Context: an optimization exercise on an open-source flow, tuned for small area. The choices shown serve that exercise and are no tape-out recipe.
Only simulation tests tie the RTL to the original design; equivalence was not proved.
Power and IR drop assume default switching activity.

Design tetris_core, start of the top module:
module tetris_core (
	input  logic                    clk,
	input  logic                    reset,
	input  logic                    tick,
	input  logic                    start,
	input  logic                    left,
	input  logic                    right,
	input  logic                    rotate,
	input  logic                    down,
	input  logic [2:0]              next_kind,
	input  logic [5-1:0]       row_sel,
	output logic [10-1:0]  row_bits,
	output logic                    playing,
	output logic                    game_over,
	output logic [10-1:0]     lines,
	output logic [6-1:0]     level
);
	logic [4:0] ph;
	logic [10-1:0] cur_row;
	logic [10-1:0] next_row;
	logic [10-1:0] wr_row;
	logic [7:0] shp_nb;
	logic [3:0] shp_far;
	logic [4:0] shp_prow;
	logic [4:0] ph_next;
	logic [4:0] shp_rel;
	logic [3:0] shp_pcx;
	logic [13:0] shp_mask;
	board_store u_board (
		.clk      (clk),
		.reset    (reset),
		.wr_row   (wr_row),
		.ph       (ph),
		.ph_next  (ph_next),
		.cur_row  (cur_row),
		.next_row (next_row),
		.row_sel  (row_sel),
		.row_bits (row_bits)
	);
	piece_unit u_piece (
		.nb       (shp_nb),
		.far      (shp_far),
		.rel      (shp_rel),
		.pcx      (shp_pcx),
		.prow     (shp_prow),
		.mask     (shp_mask)
	);
	game_control u_ctrl (
		.clk          (clk),
		.reset        (reset),
		.tick         (tick),
		.start        (start),
		.left         (left),
		.right        (right),
		.rotate       (rotate),
		.down         (down),
		.next_kind    (next_kind),
		.ph           (ph),
		.ph_next      (ph_next),
		.cur_row      (cur_row),
		.next_row     (next_row),
  ...
For scale: about 270 flip-flops, ~44 I/O pins, about 11,000 µm² of cells after synthesis.
export LEC_CHECK = 0
export CAP_MARGIN = 20
export CORE_MARGIN = 2
export CORE_UTILIZATION = 75
export PLACE_DENSITY = 0.85
export SLEW_MARGIN = 20
export SYNTH_HIERARCHICAL = 1
create_clock -name core_clock -period 10.0 [get_ports {clk}]
standard.sh (not shown) runs the stock make flow with config.mk's settings and CLKGATE_MAP_FILE= SYNTH_SCRIPT=/design/flow/synth_recipe.tcl, a recipe that flattens the netlist after the stock synthesis.
==> flow/flow/run.sh <==
#!/bin/bash
# The standard layout (standard.sh) with two changes:
#  - each port gets the smallest buffer, buf_1, as its port buffer
#  - clock tree synthesis inserts no dummy loads
# The full output of the flow goes to standard.log in the work folder.
cd "$(dirname "$0")/.."
export BUFFER_PORTS_ARGS="-buffer_cell sky130_fd_sc_hd__buf_1"
export CTS_ARGS="-sink_clustering_enable -repair_clock_nets -sink_clustering_size 25 -sink_clustering_max_diameter 100 -buf_list sky130_fd_sc_hd__clkbuf_16 -dont_use_dummy_load"
bash standard.sh > standard.log 2>&1
Next try:
--- a/flow/config.mk
+++ b/flow/config.mk
@@ -10,2 +10,5 @@
-export CORE_UTILIZATION = 75
-export PLACE_DENSITY = 0.85
+export CORE_UTILIZATION = 60
+export CTS_BUF_LIST = sky130_fd_sc_hd__clkbuf_16
+export CTS_CLUSTER_DIAMETER = 100
+export CTS_CLUSTER_SIZE = 25
+export PLACE_DENSITY = 0.7
What happened: First-iteration DRC count fell by 17%. Total power is about the same. Routed wire length fell by 1.8%. Setup slack improves by 48 ps. Cell area rose by 0.56%. Utilization fell by 17 points. Area after synthesis is unchanged. Count of clock-buffer cells in the layout is unchanged. Global-route usage fell by 7.5 points. Final cell count rose by 4.1%. Register-to-register slack degrades by 80 ps.
Next try:
==> flow/run.sh (new file) <==
#!/bin/bash
# synth_recipe.tcl (not shown) runs the flow's synth.tcl, then flattens the netlist and writes it again
# the make line also repeats each setting of config.mk as NAME=value (left out here)
make -C /OpenROAD-flow-scripts/flow DESIGN_CONFIG=/design/flow/config.mk WORK_HOME=/design/flow/orfs CLKGATE_MAP_FILE= SYNTH_SCRIPT=/design/flow/synth_recipe.tcl finish
removed: flow/flow/run.sh
removed: flow/standard.sh
After rerunning: Final cell count hardly moves; core utilization rises by 1.7 points; die area is unchanged; sequential share of layout area drops by 1.3 points.
Next try:
==> flow/flow/run.sh (new file) <==
#!/bin/bash
# The standard layout (standard.sh) with two changes:
#  - each port gets the smallest buffer, buf_1, as its port buffer
#  - clock tree synthesis inserts no dummy loads
# The full output of the flow goes to standard.log in the work folder.
cd "$(dirname "$0")/.."
export BUFFER_PORTS_ARGS="-buffer_cell sky130_fd_sc_hd__buf_1"
export CTS_ARGS="-sink_clustering_enable -repair_clock_nets -sink_clustering_size 25 -sink_clustering_max_diameter 100 -buf_list sky130_fd_sc_hd__clkbuf_16 -dont_use_dummy_load"
bash standard.sh > standard.log 2>&1
==> flow/standard.sh (new file) <==
#!/bin/bash
# synth_recipe.tcl (not shown) runs the flow's synth.tcl, then flattens the netlist and writes it again
# the make line also repeats each setting of config.mk as NAME=value (left out here)
make -C /OpenROAD-flow-scripts/flow DESIGN_CONFIG=/design/flow/config.mk WORK_HOME=/design/flow/orfs CLKGATE_MAP_FILE= SYNTH_SCRIPT=/design/flow/synth_recipe.tcl "${@:-finish}"
--- a/flow/config.mk
+++ b/flow/config.mk
@@ -8 +8 @@
-export CAP_MARGIN = 20
+export CAP_MARGIN = 5
@@ -13,0 +14 @@
+export GPL_TIMING_DRIVEN = 0
@@ -15 +16 @@
-export SLEW_MARGIN = 20
+export SLEW_MARGIN = 5
removed: flow/run.sh
Outcome: Worst setup slack improved by 900 ps. Non-clock buffer count is higher by 47. Area after synthesis is unchanged. Routed wire length goes up by 4.2%. Via count is higher by 2.0%.

* * *

tetris_core, a different RTL version from the one above (not shown whole).
Size: roughly 1200 cells after synthesis, about 44 I/O pins, ~11000 um2 of cells after synthesis.
==> flow/config.mk <==
export PLATFORM = sky130hd
export DESIGN_NAME = tetris_core
export DESIGN_NICKNAME = tetris_core
export VERILOG_FILES = /design/flow/design.v
export SDC_FILE = /design/flow/constraint.sdc
export NUM_CORES = 4
export LEC_CHECK = 0
export CAP_MARGIN = 20
export CORE_MARGIN = 2
export CORE_UTILIZATION = 30
export PLACE_DENSITY = 0.4
export SLEW_MARGIN = 20
==> flow/constraint.sdc <==
create_clock -name core_clock -period 10.0 [get_ports {clk}]
set_input_delay 2.0000 -clock core_clock [delete_from_list [all_inputs] [get_ports {clk}]]
set_output_delay 2.0000 -clock core_clock [all_outputs]
set_load 0.01 [all_outputs]
run.sh (not shown) runs the stock make flow with config.mk's settings and CLKGATE_MAP_FILE= SYNTH_SCRIPT=/design/flow/synth_recipe.tcl, a recipe that flattens the netlist after the stock synthesis.
Stock flow here: none of the scripts above is used.
The starting point completed without violations.
Edit:
CORE_UTILIZATION = 60   (was 30)
CTS_BUF_LIST = sky130_fd_sc_hd__clkbuf_16   (was unset)
CTS_CLUSTER_DIAMETER = 100   (was unset)
CTS_CLUSTER_SIZE = 25   (was unset)
PLACE_DENSITY = 0.7   (was 0.4)
Effect:
- The changed run produced a clean layout
- count of clock-buffer cells in the layout falls by 25
- synthesized area stays the same
- routed wire length shrinks by 15%
- final area shrinks by 7.0%
- core utilization rose by 31 points
- final cell count falls by 18%
- global-route usage rises by 12 points
- setup slack degrades by 620 ps
Edit:
CORE_UTILIZATION = 30   (was 60)
CTS_BUF_LIST = sky130_fd_sc_hd__clkbuf_4   (was sky130_fd_sc_hd__clkbuf_16)
CTS_CLUSTER_DIAMETER = unset   (was 100)
CTS_CLUSTER_SIZE = unset   (was 25)
PLACE_DENSITY = 0.4   (was 0.7)
The new run finished with timing, DRC and antenna clean.
Area after synthesis is unchanged.
Routed wire length came out higher by about a fifth.
Global-route usage decreases by 12 points.
Die area goes up by well over a third.
Core utilization came out lower by 31 points.
Worst setup slack improved by 600 ps.
Combinational power goes up by a few percent.
Clock skew stays flat.
First-iteration DRC count goes down by well over a third.
Edit:
CORE_UTILIZATION = 60   (was 30)
PLACE_DENSITY = 0.7   (was 0.4)
Effect: Critical path depth stays the same; sequential power hardly moves; area after synthesis does not change; register-to-register slack gains 150 ps; via count rises by 2.8%; utilization went up by 34 points.

## separate check: timing with driven ports
The flow's constraints put no driver on any port. The routed layouts listed below were extracted and timed again, unchanged, in two steps.
Step 1: set_driving_cell puts a clkbuf_16 on clk and a buf_2 on each other input, an assumption about the parent block.
Step 2 times the ports against the registers' clock, not the clock port: input delays grow and output delays shrink by t, the midpoint of the rising clock arrivals with the driver on.
Slacks: ideal / step 1 / step 2; pairs: ideal / step 1.
| run | shift t [ns] | setup WS [ns] | hold slack, ns | worst register clock-pin slew, ns |
|---|---|---|---|---|
| the first run of note 1 | 0.520 | 2.132 / 2.114 / 2.114 | 0.348 / 0.348 / 0.348 | 0.10 / 0.10 |
| the second run of note 1 | 0.526 | 2.180 / 2.160 / 2.160 | 0.349 / 0.349 / 0.349 | 0.11 / 0.11 |
| the third run of note 1 | 0.520 | 1.390 / 1.369 / 1.369 | 0.351 / 0.351 / 0.351 | 0.11 / 0.11 |
| the fourth run of note 1 | 0.526 | 2.287 / 2.262 / 2.262 | 0.346 / 0.346 / 0.346 | 0.11 / 0.11 |
| the first run of note 2 | 0.595 | 1.646 / 1.618 / 1.618 | 0.345 / 0.345 / 0.345 | 0.07 / 0.07 |
| the second run of note 2 | 0.540 | 1.022 / 0.999 / 0.999 | 0.342 / 0.342 / 0.342 | 0.11 / 0.11 |
| the third run of note 2 | 0.704 | 1.624 / 1.597 / 1.597 | 0.339 / 0.339 / 0.339 | 0.07 / 0.07 |
| the fourth run of note 2 | 0.695 | 0.977 / 0.954 / 0.954 | 0.336 / 0.336 / 0.336 | 0.07 / 0.07 |
After both steps setup and hold are still met in every run listed. The setup slack of the first run of note 2, which loses most, moves by -0.028 ns with the drivers and by -0.028 ns with both steps.
